Source: an optimization exercise on an open RTL-to-GDS flow (aim: small area, a short achievable clock period and few clock cycles per item). Production flows keep margins and buffers that such runs may drop.
Only simulation tests tie the RTL to the original design; equivalence was not proved.

==> run a: inputs <==
// variable_adjust_chain_alu
module variable_adjust_chain_alu
(
    input  logic                clk,
    input  logic                rst_n,
    input  logic                in_valid,
    output logic                in_ready,
    input  logic [173:0]        in_data_bits,
    output logic                out_valid,
    input  logic                out_ready,
    output logic [32:0]         out_data_bits
);
Settings: LEC_CHECK=0, CAP_MARGIN=20, CORE_MARGIN=2, CORE_UTILIZATION=40, PLACE_DENSITY=0.6, SETUP_SLACK_MARGIN=2.5, SLEW_MARGIN=20; clock period 7.0 ns.
run.sh (not shown) runs the stock make flow with config.mk's settings and CLKGATE_MAP_FILE= SYNTH_SCRIPT=/design/flow/synth_recipe.tcl, a recipe that flattens the netlist after the stock synthesis.
==> run b (differences from run a) <==
--- a/flow/design.v
+++ b/flow/design.v
@@ -22,12 +22,13 @@
     localparam logic [1:0] SZ_WORD  = 2'd1;
     localparam int S_ADD   = 0;    
     localparam int S_ALIGN = 1;    
     localparam int S_ITER  = 2;    
     localparam int S_FIX   = 3;    
     localparam int S_ALU   = 4;    
+    localparam int S_SHL   = 5;    
 endpackage
 `timescale 1ns / 1ps
 import vaca_pkg::*;
 module variable_adjust_chain_alu
 (
     input  logic                clk,
@@ -42,32 +43,33 @@
     logic [31:0] f_value, f_mask, f_add, f_divmod, f_start;
     logic [4:0]  f_shift;
     logic [1:0]  f_kind, f_size;
     logic [3:0]  f_op;
     logic        f_chain;
     assign {f_value, f_shift, f_mask, f_add, f_divmod, f_kind, f_op, f_size, f_chain, f_start} = in_data_bits;
-    logic [4:0]  state_reg, state_next;
+    logic [5:0]  state_reg, state_next;
     logic [31:0] acc_reg;
     logic        outv_reg;
     logic [31:0] out_r_reg;
     logic        out_dz_reg;
     logic [31:0] x_reg, r_reg, d_reg;
     logic [3:0]  op_reg;
     logic [4:0]  cnt_reg;
     logic        neg_reg, wrem_reg, phase_reg, mul_reg, dz_reg, sd_reg, sgn_reg;
     logic        byte_q, word_q, kdiv_q, kmod_q;
     logic        div_q, sgn_q, rem_q, mul_q, max_q, csgn_q, sub_q;
     assign out_valid     = outv_reg;
     assign out_data_bits = {out_r_reg, out_dz_reg};
-    logic s_idle, s_add, s_align, s_iter, s_fix, s_alu;
+    logic s_idle, s_add, s_align, s_iter, s_fix, s_alu, s_shl;
     assign s_add   = state_reg[S_ADD];
     assign s_align = state_reg[S_ALIGN];
     assign s_iter  = state_reg[S_ITER];
     assign s_fix   = state_reg[S_FIX];
     assign s_alu   = state_reg[S_ALU];
-    assign s_idle  = (state_reg == 5'd0);
+    assign s_shl   = state_reg[S_SHL];
+    assign s_idle  = (state_reg == 6'd0);
     function logic [31:0] sext_size(input logic [31:0] v, input logic is_byte, input logic is_word);
         logic [31:0] s;
         if (is_byte)
             s = {{24{v[7]}}, v[7:0]};
         else if (is_word)
             s = {{16{v[15]}}, v[15:0]};
@@ -119,17 +121,16 @@
         b_op  = csgn_q ? sext_size(b_val, byte_q, word_q) : b_val;
         a_top = csgn_q & a_op[31];
         b_top = csgn_q & b_op[31];
     end
     logic [32:0] aux_sum;
     assign aux_sum = {a_top, a_op} + ({b_top, b_op} ^ {33{sub_q}}) + {32'd0, sub_q && !max_q};
-    logic        pick_a, a_lt_b;
+    logic        pick_a;
     logic [31:0] alu_res;
     always_comb
     begin
-        a_lt_b = aux_sum[32];
         pick_a = aux_sum[32] ^ max_q;
         case (op_reg)
             OP_ADD, OP_SUB:                     alu_res = aux_sum[31:0];
             OP_SMIN, OP_SMAX, OP_UMIN, OP_UMAX: alu_res = pick_a ? a_val : b_val;
             OP_AND:                             alu_res = a_val & b_val;
             OP_OR:                              alu_res = a_val | b_val;
@@ -164,22 +165,24 @@
             ng_in = x_reg;
             ng_s  = nx_s;
         end
         ng_out = cneg(ng_in, ng_s);
     end
     logic [5:0]  lz_p, lz_n, lz_d, lz_x, k_full;
-    logic        no_iter, d_zero;
+    logic        no_iter, d_zero, d_one, nx_neg;
     always_comb
     begin
         lz_p    = lzc(x_reg);
         lz_n    = lzc(~x_reg);
         lz_d    = lzc(d_reg);
         lz_x    = nx_s ? (lz_n - 6'd1) : lz_p;
         no_iter = (lz_x > lz_d);
         k_full  = lz_d - lz_x;
         d_zero  = (d_reg == 32'd0);
+        d_one   = (d_reg == 32'd1);
+        nx_neg  = wrem_reg ? nx_s : (nx_s ^ sd_reg);
     end
     logic [31:0] m_add;
     logic [32:0] m_sum;
     logic        ge;
     always_comb
     begin
@@ -204,15 +207,20 @@
         begin
             state_next[S_ALIGN] = kdiv_q || kmod_q;
             state_next[S_ALU]   = !(kdiv_q || kmod_q);
         end
         else if (s_align)
         begin
-            state_next[S_FIX]  = d_zero || (no_iter && phase_reg);
-            state_next[S_ALU]  = !d_zero && no_iter && !phase_reg;
-            state_next[S_ITER] = !d_zero && !no_iter;
+            state_next[S_FIX]  = d_zero || ((no_iter || d_one) && phase_reg)
+                                 || (d_one && !phase_reg && !wrem_reg && nx_neg);
+            state_next[S_ALU]  = !d_zero && !phase_reg && ((no_iter && !d_one) || (d_one && (wrem_reg || !nx_neg)));
+            state_next[S_SHL]  = !d_zero && !no_iter && !d_one;
+        end
+        else if (s_shl)
+        begin
+            state_next[S_ITER] = 1'b1;
         end
         else if (s_iter)
         begin
             state_next[S_ITER] = !iter_end;
             state_next[S_ALU]  = iter_end && !phase_reg && !wrem_reg && !neg_reg;
             state_next[S_FIX]  = iter_end && (phase_reg || wrem_reg || neg_reg);
@@ -299,28 +307,34 @@
                 wrem_reg  <= kmod_q;
                 phase_reg <= 1'b0;
                 mul_reg   <= 1'b0;
             end
             if (s_align)
             begin
-                if (d_zero || !(no_iter && wrem_reg && !phase_reg))
+                if (!wrem_reg || phase_reg)
                     x_reg <= 32'd0;
-                d_reg   <= d_reg << k_full[4:0];
                 cnt_reg <= k_full[4:0];
                 if (d_zero)
                 begin
                     dz_reg  <= 1'b1;
                     r_reg   <= 32'd0;
                     neg_reg <= 1'b0;
                 end
                 else
                 begin
                     r_reg   <= ng_out;
-                    neg_reg <= wrem_reg ? nx_s : (nx_s ^ sd_reg);
+                    neg_reg <= nx_neg;
+                    if (d_one)
+                    begin
+                        r_reg <= 32'd0;
+                        x_reg <= wrem_reg ? 32'd0 : ng_out;
+                    end
                 end
             end
+            if (s_shl)
+                d_reg <= d_reg << cnt_reg;
             if (s_iter)
             begin
                 d_reg   <= {1'b0, d_reg[31:1]};
                 cnt_reg <= cnt_reg - 5'd1;
                 if (mul_reg)
                 begin
@@ -346,17 +360,12 @@
                 x_reg     <= a_op;
                 d_reg     <= ng_out;
                 if (mul_q)
                 begin
                     r_reg   <= 32'd0;
                     neg_reg <= 1'b0;
-                    if (a_lt_b)
-                    begin
-                        x_reg <= b_val;
-                        d_reg <= a_val;
-                    end
                 end
                 else if (b_zero)
                 begin
                     dz_reg  <= 1'b1;
                     r_reg   <= 32'd0;
                     x_reg   <= 32'd0;
==> flow/config.mk (replaced) <==
export PLATFORM = sky130hd
export DESIGN_NAME = variable_adjust_chain_alu
export DESIGN_NICKNAME = variable_adjust_chain_alu
export VERILOG_FILES = /design/flow/design.v
export SDC_FILE = /design/flow/constraint.sdc
export NUM_CORES = 4
export LEC_CHECK = 0
export ABC_AREA = 1
export CAP_MARGIN = 20
export CORE_MARGIN = 2
export CORE_UTILIZATION = 40
export PLACE_DENSITY = 0.6
export SETUP_SLACK_MARGIN = 2.5
export SLEW_MARGIN = 20
==> run c (differences from run a) <==
--- a/flow/design.v
+++ b/flow/design.v
@@ -22,12 +22,13 @@
     localparam logic [1:0] SZ_WORD  = 2'd1;
     localparam int S_ADD   = 0;    
     localparam int S_ALIGN = 1;    
     localparam int S_ITER  = 2;    
     localparam int S_FIX   = 3;    
     localparam int S_ALU   = 4;    
+    localparam int S_SHL   = 5;    
 endpackage
 `timescale 1ns / 1ps
 import vaca_pkg::*;
 module variable_adjust_chain_alu
 (
     input  logic                clk,
@@ -42,32 +43,33 @@
     logic [31:0] f_value, f_mask, f_add, f_divmod, f_start;
     logic [4:0]  f_shift;
     logic [1:0]  f_kind, f_size;
     logic [3:0]  f_op;
     logic        f_chain;
     assign {f_value, f_shift, f_mask, f_add, f_divmod, f_kind, f_op, f_size, f_chain, f_start} = in_data_bits;
-    logic [4:0]  state_reg, state_next;
+    logic [5:0]  state_reg, state_next;
     logic [31:0] acc_reg;
     logic        outv_reg;
     logic [31:0] out_r_reg;
     logic        out_dz_reg;
     logic [31:0] x_reg, r_reg, d_reg;
     logic [3:0]  op_reg;
     logic [4:0]  cnt_reg;
     logic        neg_reg, wrem_reg, phase_reg, mul_reg, dz_reg, sd_reg, sgn_reg;
-    logic        byte_q, word_q, kdiv_q, kmod_q;
+    logic        byte_q, word_q, kdiv_q, kmod_q, dzin_q;
     logic        div_q, sgn_q, rem_q, mul_q, max_q, csgn_q, sub_q;
     assign out_valid     = outv_reg;
     assign out_data_bits = {out_r_reg, out_dz_reg};
-    logic s_idle, s_add, s_align, s_iter, s_fix, s_alu;
+    logic s_idle, s_add, s_align, s_iter, s_fix, s_alu, s_shl;
     assign s_add   = state_reg[S_ADD];
     assign s_align = state_reg[S_ALIGN];
     assign s_iter  = state_reg[S_ITER];
     assign s_fix   = state_reg[S_FIX];
     assign s_alu   = state_reg[S_ALU];
-    assign s_idle  = (state_reg == 5'd0);
+    assign s_shl   = state_reg[S_SHL];
+    assign s_idle  = (state_reg == 6'd0);
     function logic [31:0] sext_size(input logic [31:0] v, input logic is_byte, input logic is_word);
         logic [31:0] s;
         if (is_byte)
             s = {{24{v[7]}}, v[7:0]};
         else if (is_word)
             s = {{16{v[15]}}, v[15:0]};
@@ -84,17 +86,48 @@
             y[i] = v[i] ^ (s & seen);
             seen = seen | v[i];
         end
         cneg = y;
     endfunction
     function logic [5:0] lzc(input logic [31:0] v);
-        logic [5:0] z;
-        z = 6'd32;
-        for (int i = 0; i < 32; i++)
-            if (v[i]) z = 6'(31 - i);
-        lzc = z;
+        logic [15:0] nz1;    
+        logic [15:0] z1;     
+        logic [7:0]  nz2;
+        logic [1:0]  z2 [8];
+        logic [3:0]  nz3;
+        logic [2:0]  z3 [4];
+        logic [1:0]  nz4;
+        logic [3:0]  z4 [2];
+        logic [5:0]  r;
+        for (int i = 0; i < 16; i++)
+        begin
+            nz1[i] = v[2*i+1] | v[2*i];
+            z1[i]  = !v[2*i+1];
+        end
+        for (int i = 0; i < 8; i++)
+        begin
+            nz2[i] = nz1[2*i+1] | nz1[2*i];
+            z2[i]  = nz1[2*i+1] ? {1'b0, z1[2*i+1]} : {1'b1, z1[2*i]};
+        end
+        for (int i = 0; i < 4; i++)
+        begin
+            nz3[i] = nz2[2*i+1] | nz2[2*i];
+            z3[i]  = nz2[2*i+1] ? {1'b0, z2[2*i+1]} : {1'b1, z2[2*i]};
+        end
+        for (int i = 0; i < 2; i++)
+        begin
+            nz4[i] = nz3[2*i+1] | nz3[2*i];
+            z4[i]  = nz3[2*i+1] ? {1'b0, z3[2*i+1]} : {1'b1, z3[2*i]};
+        end
+        if (nz4[1])
+            r = {2'b00, z4[1]};
+        else if (nz4[0])
+            r = {2'b01, z4[0]};
+        else
+            r = 6'd32;
+        lzc = r;
     endfunction
     logic [31:0] msk;
     logic        narrow, op_simple;
     logic        is_final, out_free, accept, done;
     always_comb
     begin
@@ -104,14 +137,48 @@
     end
     assign is_final = (s_alu && op_simple) || (s_fix && phase_reg);
     assign out_free = !outv_reg || out_ready;
     assign in_ready = s_idle || (is_final && !outv_reg);
     assign accept   = in_valid && in_ready;
     assign done     = is_final && out_free;
-    logic [31:0] in_shifted;
-    assign in_shifted = $signed(f_value) >>> f_shift;
+    logic [31:0] f_dext;
+    always_comb
+    begin
+        if (f_kind == ADJ_DIV)
+            f_dext = sext_size(f_divmod, f_size == SZ_BYTE, f_size == SZ_WORD);
+        else
+            f_dext = f_divmod & {{16{f_size[1]}}, {8{f_size != SZ_BYTE}}, 8'hFF};
+    end
+    function logic [31:0] rev32(input logic [31:0] v);
+        logic [31:0] r;
+        for (int i = 0; i < 32; i++)
+            r[i] = v[31 - i];
+        rev32 = r;
+    endfunction
+    logic [31:0] sh_in, sh_out, in_shifted;
+    logic [4:0]  sh_amt;
+    logic        sh_fill;
+    logic [32:0] sh_wide;
+    always_comb
+    begin
+        if (s_shl)
+        begin
+            sh_in   = rev32(d_reg);
+            sh_fill = 1'b0;
+            sh_amt  = cnt_reg;
+        end
+        else
+        begin
+            sh_in   = f_value;
+            sh_fill = f_value[31];
+            sh_amt  = f_shift;
+        end
+        sh_wide    = $signed({sh_fill, sh_in}) >>> sh_amt;
+        sh_out     = sh_wide[31:0];
+        in_shifted = sh_out;
+    end
     logic [31:0] a_val, b_val, a_op, b_op;
     logic        a_top, b_top;
     always_comb
     begin
         a_val = acc_reg & msk;
         b_val = x_reg & msk;
@@ -119,17 +186,16 @@
         b_op  = csgn_q ? sext_size(b_val, byte_q, word_q) : b_val;
         a_top = csgn_q & a_op[31];
         b_top = csgn_q & b_op[31];
     end
     logic [32:0] aux_sum;
     assign aux_sum = {a_top, a_op} + ({b_top, b_op} ^ {33{sub_q}}) + {32'd0, sub_q && !max_q};
-    logic        pick_a, a_lt_b;
+    logic        pick_a;
     logic [31:0] alu_res;
     always_comb
     begin
-        a_lt_b = aux_sum[32];
         pick_a = aux_sum[32] ^ max_q;
         case (op_reg)
             OP_ADD, OP_SUB:                     alu_res = aux_sum[31:0];
             OP_SMIN, OP_SMAX, OP_UMIN, OP_UMAX: alu_res = pick_a ? a_val : b_val;
             OP_AND:                             alu_res = a_val & b_val;
             OP_OR:                              alu_res = a_val | b_val;
@@ -164,22 +230,24 @@
             ng_in = x_reg;
             ng_s  = nx_s;
         end
         ng_out = cneg(ng_in, ng_s);
     end
     logic [5:0]  lz_p, lz_n, lz_d, lz_x, k_full;
-    logic        no_iter, d_zero;
+    logic        no_iter, d_zero, d_one, nx_neg;
     always_comb
     begin
         lz_p    = lzc(x_reg);
         lz_n    = lzc(~x_reg);
         lz_d    = lzc(d_reg);
         lz_x    = nx_s ? (lz_n - 6'd1) : lz_p;
         no_iter = (lz_x > lz_d);
         k_full  = lz_d - lz_x;
         d_zero  = (d_reg == 32'd0);
+        d_one   = (d_reg == 32'd1);
+        nx_neg  = wrem_reg ? nx_s : (nx_s ^ sd_reg);
     end
     logic [31:0] m_add;
     logic [32:0] m_sum;
     logic        ge;
     always_comb
     begin
@@ -199,20 +267,25 @@
         begin
             state_next[S_ADD] = take && (f_kind != ADJ_NONE);
             state_next[S_ALU] = take && (f_kind == ADJ_NONE);
         end
         else if (s_add)
         begin
-            state_next[S_ALIGN] = kdiv_q || kmod_q;
-            state_next[S_ALU]   = !(kdiv_q || kmod_q);
+            state_next[S_ALIGN] = (kdiv_q || kmod_q) && !dzin_q;
+            state_next[S_ALU]   = !(kdiv_q || kmod_q) || dzin_q;
         end
         else if (s_align)
         begin
-            state_next[S_FIX]  = d_zero || (no_iter && phase_reg);
-            state_next[S_ALU]  = !d_zero && no_iter && !phase_reg;
-            state_next[S_ITER] = !d_zero && !no_iter;
+            state_next[S_FIX]  = d_zero || ((no_iter || d_one) && phase_reg)
+                                 || (d_one && !phase_reg && !wrem_reg && nx_neg);
+            state_next[S_ALU]  = !d_zero && !phase_reg && ((no_iter && !d_one) || (d_one && (wrem_reg || !nx_neg)));
+            state_next[S_SHL]  = !d_zero && !no_iter && !d_one;
+        end
+        else if (s_shl)
+        begin
+            state_next[S_ITER] = 1'b1;
         end
         else if (s_iter)
         begin
             state_next[S_ITER] = !iter_end;
             state_next[S_ALU]  = iter_end && !phase_reg && !wrem_reg && !neg_reg;
             state_next[S_FIX]  = iter_end && (phase_reg || wrem_reg || neg_reg);
@@ -270,12 +343,13 @@
     begin
         if (in_ready)
         begin
             x_reg    <= in_shifted & f_mask;
             r_reg    <= sext_size(f_add, f_size == SZ_BYTE, f_size == SZ_WORD);
             d_reg    <= f_divmod;
+            dzin_q   <= (f_dext == 32'd0);
             op_reg   <= f_op;
             byte_q   <= (f_size == SZ_BYTE);
             word_q   <= (f_size == SZ_WORD);
             kdiv_q   <= (f_kind == ADJ_DIV);
             kmod_q   <= (f_kind == ADJ_MOD);
             div_q    <= (f_op == OP_SDIV) || (f_op == OP_SMOD) || (f_op == OP_UDIV) || (f_op == OP_UMOD);
@@ -290,37 +364,48 @@
         end
         else
         begin
             if (s_add)
             begin
                 x_reg     <= m_sum[31:0];
+                if ((kdiv_q || kmod_q) && dzin_q)
+                begin
+                    x_reg  <= 32'd0;
+                    dz_reg <= 1'b1;
+                end
                 d_reg     <= ng_out;
                 sd_reg    <= nd_s;
                 sgn_reg   <= kdiv_q || narrow;
                 wrem_reg  <= kmod_q;
                 phase_reg <= 1'b0;
                 mul_reg   <= 1'b0;
             end
             if (s_align)
             begin
-                if (d_zero || !(no_iter && wrem_reg && !phase_reg))
+                if (!wrem_reg || phase_reg)
                     x_reg <= 32'd0;
-                d_reg   <= d_reg << k_full[4:0];
                 cnt_reg <= k_full[4:0];
                 if (d_zero)
                 begin
                     dz_reg  <= 1'b1;
                     r_reg   <= 32'd0;
                     neg_reg <= 1'b0;
                 end
                 else
                 begin
                     r_reg   <= ng_out;
-                    neg_reg <= wrem_reg ? nx_s : (nx_s ^ sd_reg);
+                    neg_reg <= nx_neg;
+                    if (d_one)
+                    begin
+                        r_reg <= 32'd0;
+                        x_reg <= wrem_reg ? 32'd0 : ng_out;
+                    end
                 end
             end
+            if (s_shl)
+                d_reg <= rev32(sh_out);
             if (s_iter)
             begin
                 d_reg   <= {1'b0, d_reg[31:1]};
                 cnt_reg <= cnt_reg - 5'd1;
                 if (mul_reg)
                 begin
@@ -346,17 +431,12 @@
                 x_reg     <= a_op;
                 d_reg     <= ng_out;
                 if (mul_q)
                 begin
                     r_reg   <= 32'd0;
                     neg_reg <= 1'b0;
-                    if (a_lt_b)
-                    begin
-                        x_reg <= b_val;
-                        d_reg <= a_val;
-                    end
                 end
                 else if (b_zero)
                 begin
                     dz_reg  <= 1'b1;
                     r_reg   <= 32'd0;
                     x_reg   <= 32'd0;
==> flow/config.mk (replaced) <==
export PLATFORM = sky130hd
export DESIGN_NAME = variable_adjust_chain_alu
export DESIGN_NICKNAME = variable_adjust_chain_alu
export VERILOG_FILES = /design/flow/design.v
export SDC_FILE = /design/flow/constraint.sdc
export NUM_CORES = 4
export LEC_CHECK = 0
export ABC_AREA = 1
export CAP_MARGIN = 20
export CORE_MARGIN = 2
export CORE_UTILIZATION = 35
export PLACE_DENSITY = 0.6
export SETUP_SLACK_MARGIN = 2.7
export SLEW_MARGIN = 20
==> summary of the runs <==
Non-clock buffer count, highest first: run a, run c, run b. Between run a and run b, the lower synthesized cell count is in run a (gap 6.4%, measured against run b). Of run a and run b, run b has the higher sequential share of layout area (gap 2.5 points). Critical path depth, highest first: run b, run c, run a. Core utilization, highest first: run a, run b, run c. Area after synthesis: run a > run b > run c. Final area, highest first: run a, run c, run b. The highest register-to-register slack belongs to run c, the lowest to run a.
Testbench counts of run a, summed over its fixed seeds: cycles 24,984, items 3,200.
Testbench counts of run b, summed over its fixed seeds: cycles 24,882, items 3,200.
Testbench counts of run c, summed over its fixed seeds: cycles 24,490, items 3,200.

==> port drivers added, routing unchanged <==
Ports are ideal in the flow. The routed layouts listed here were re-timed in OpenROAD.
Step 1 sets driving cells, clkbuf_16 on the clock port and buf_2 on the other inputs (assumed; they add their load-dependent delay and slew).
Step 2 adds t to the input delays and takes it off the output delays; t is the mean of the earliest and latest rising clock arrival at the registers after step 1. Input paths then give back, and output paths get back, about the clock's delay inside the block.
a / b / c = ideal / step 1 / step 2; a / b = the first two.
| run | shift t [ns] | setup slack, ns | worst slew at a driven data input, ns |
|---|---|---|---|
| run a | 0.601 | 1.828 / 1.828 / 1.828 | 0.06 |
| run b | 0.587 | 2.466 / 2.466 / 2.057 | 0.08 |
| run c | 0.598 | 2.511 / 2.511 / 2.291 | 0.06 |
After both steps setup and hold are still met in every run listed. The setup slack of run b, which loses most, moves by 0.000 ns with the drivers and by -0.409 ns with both steps.
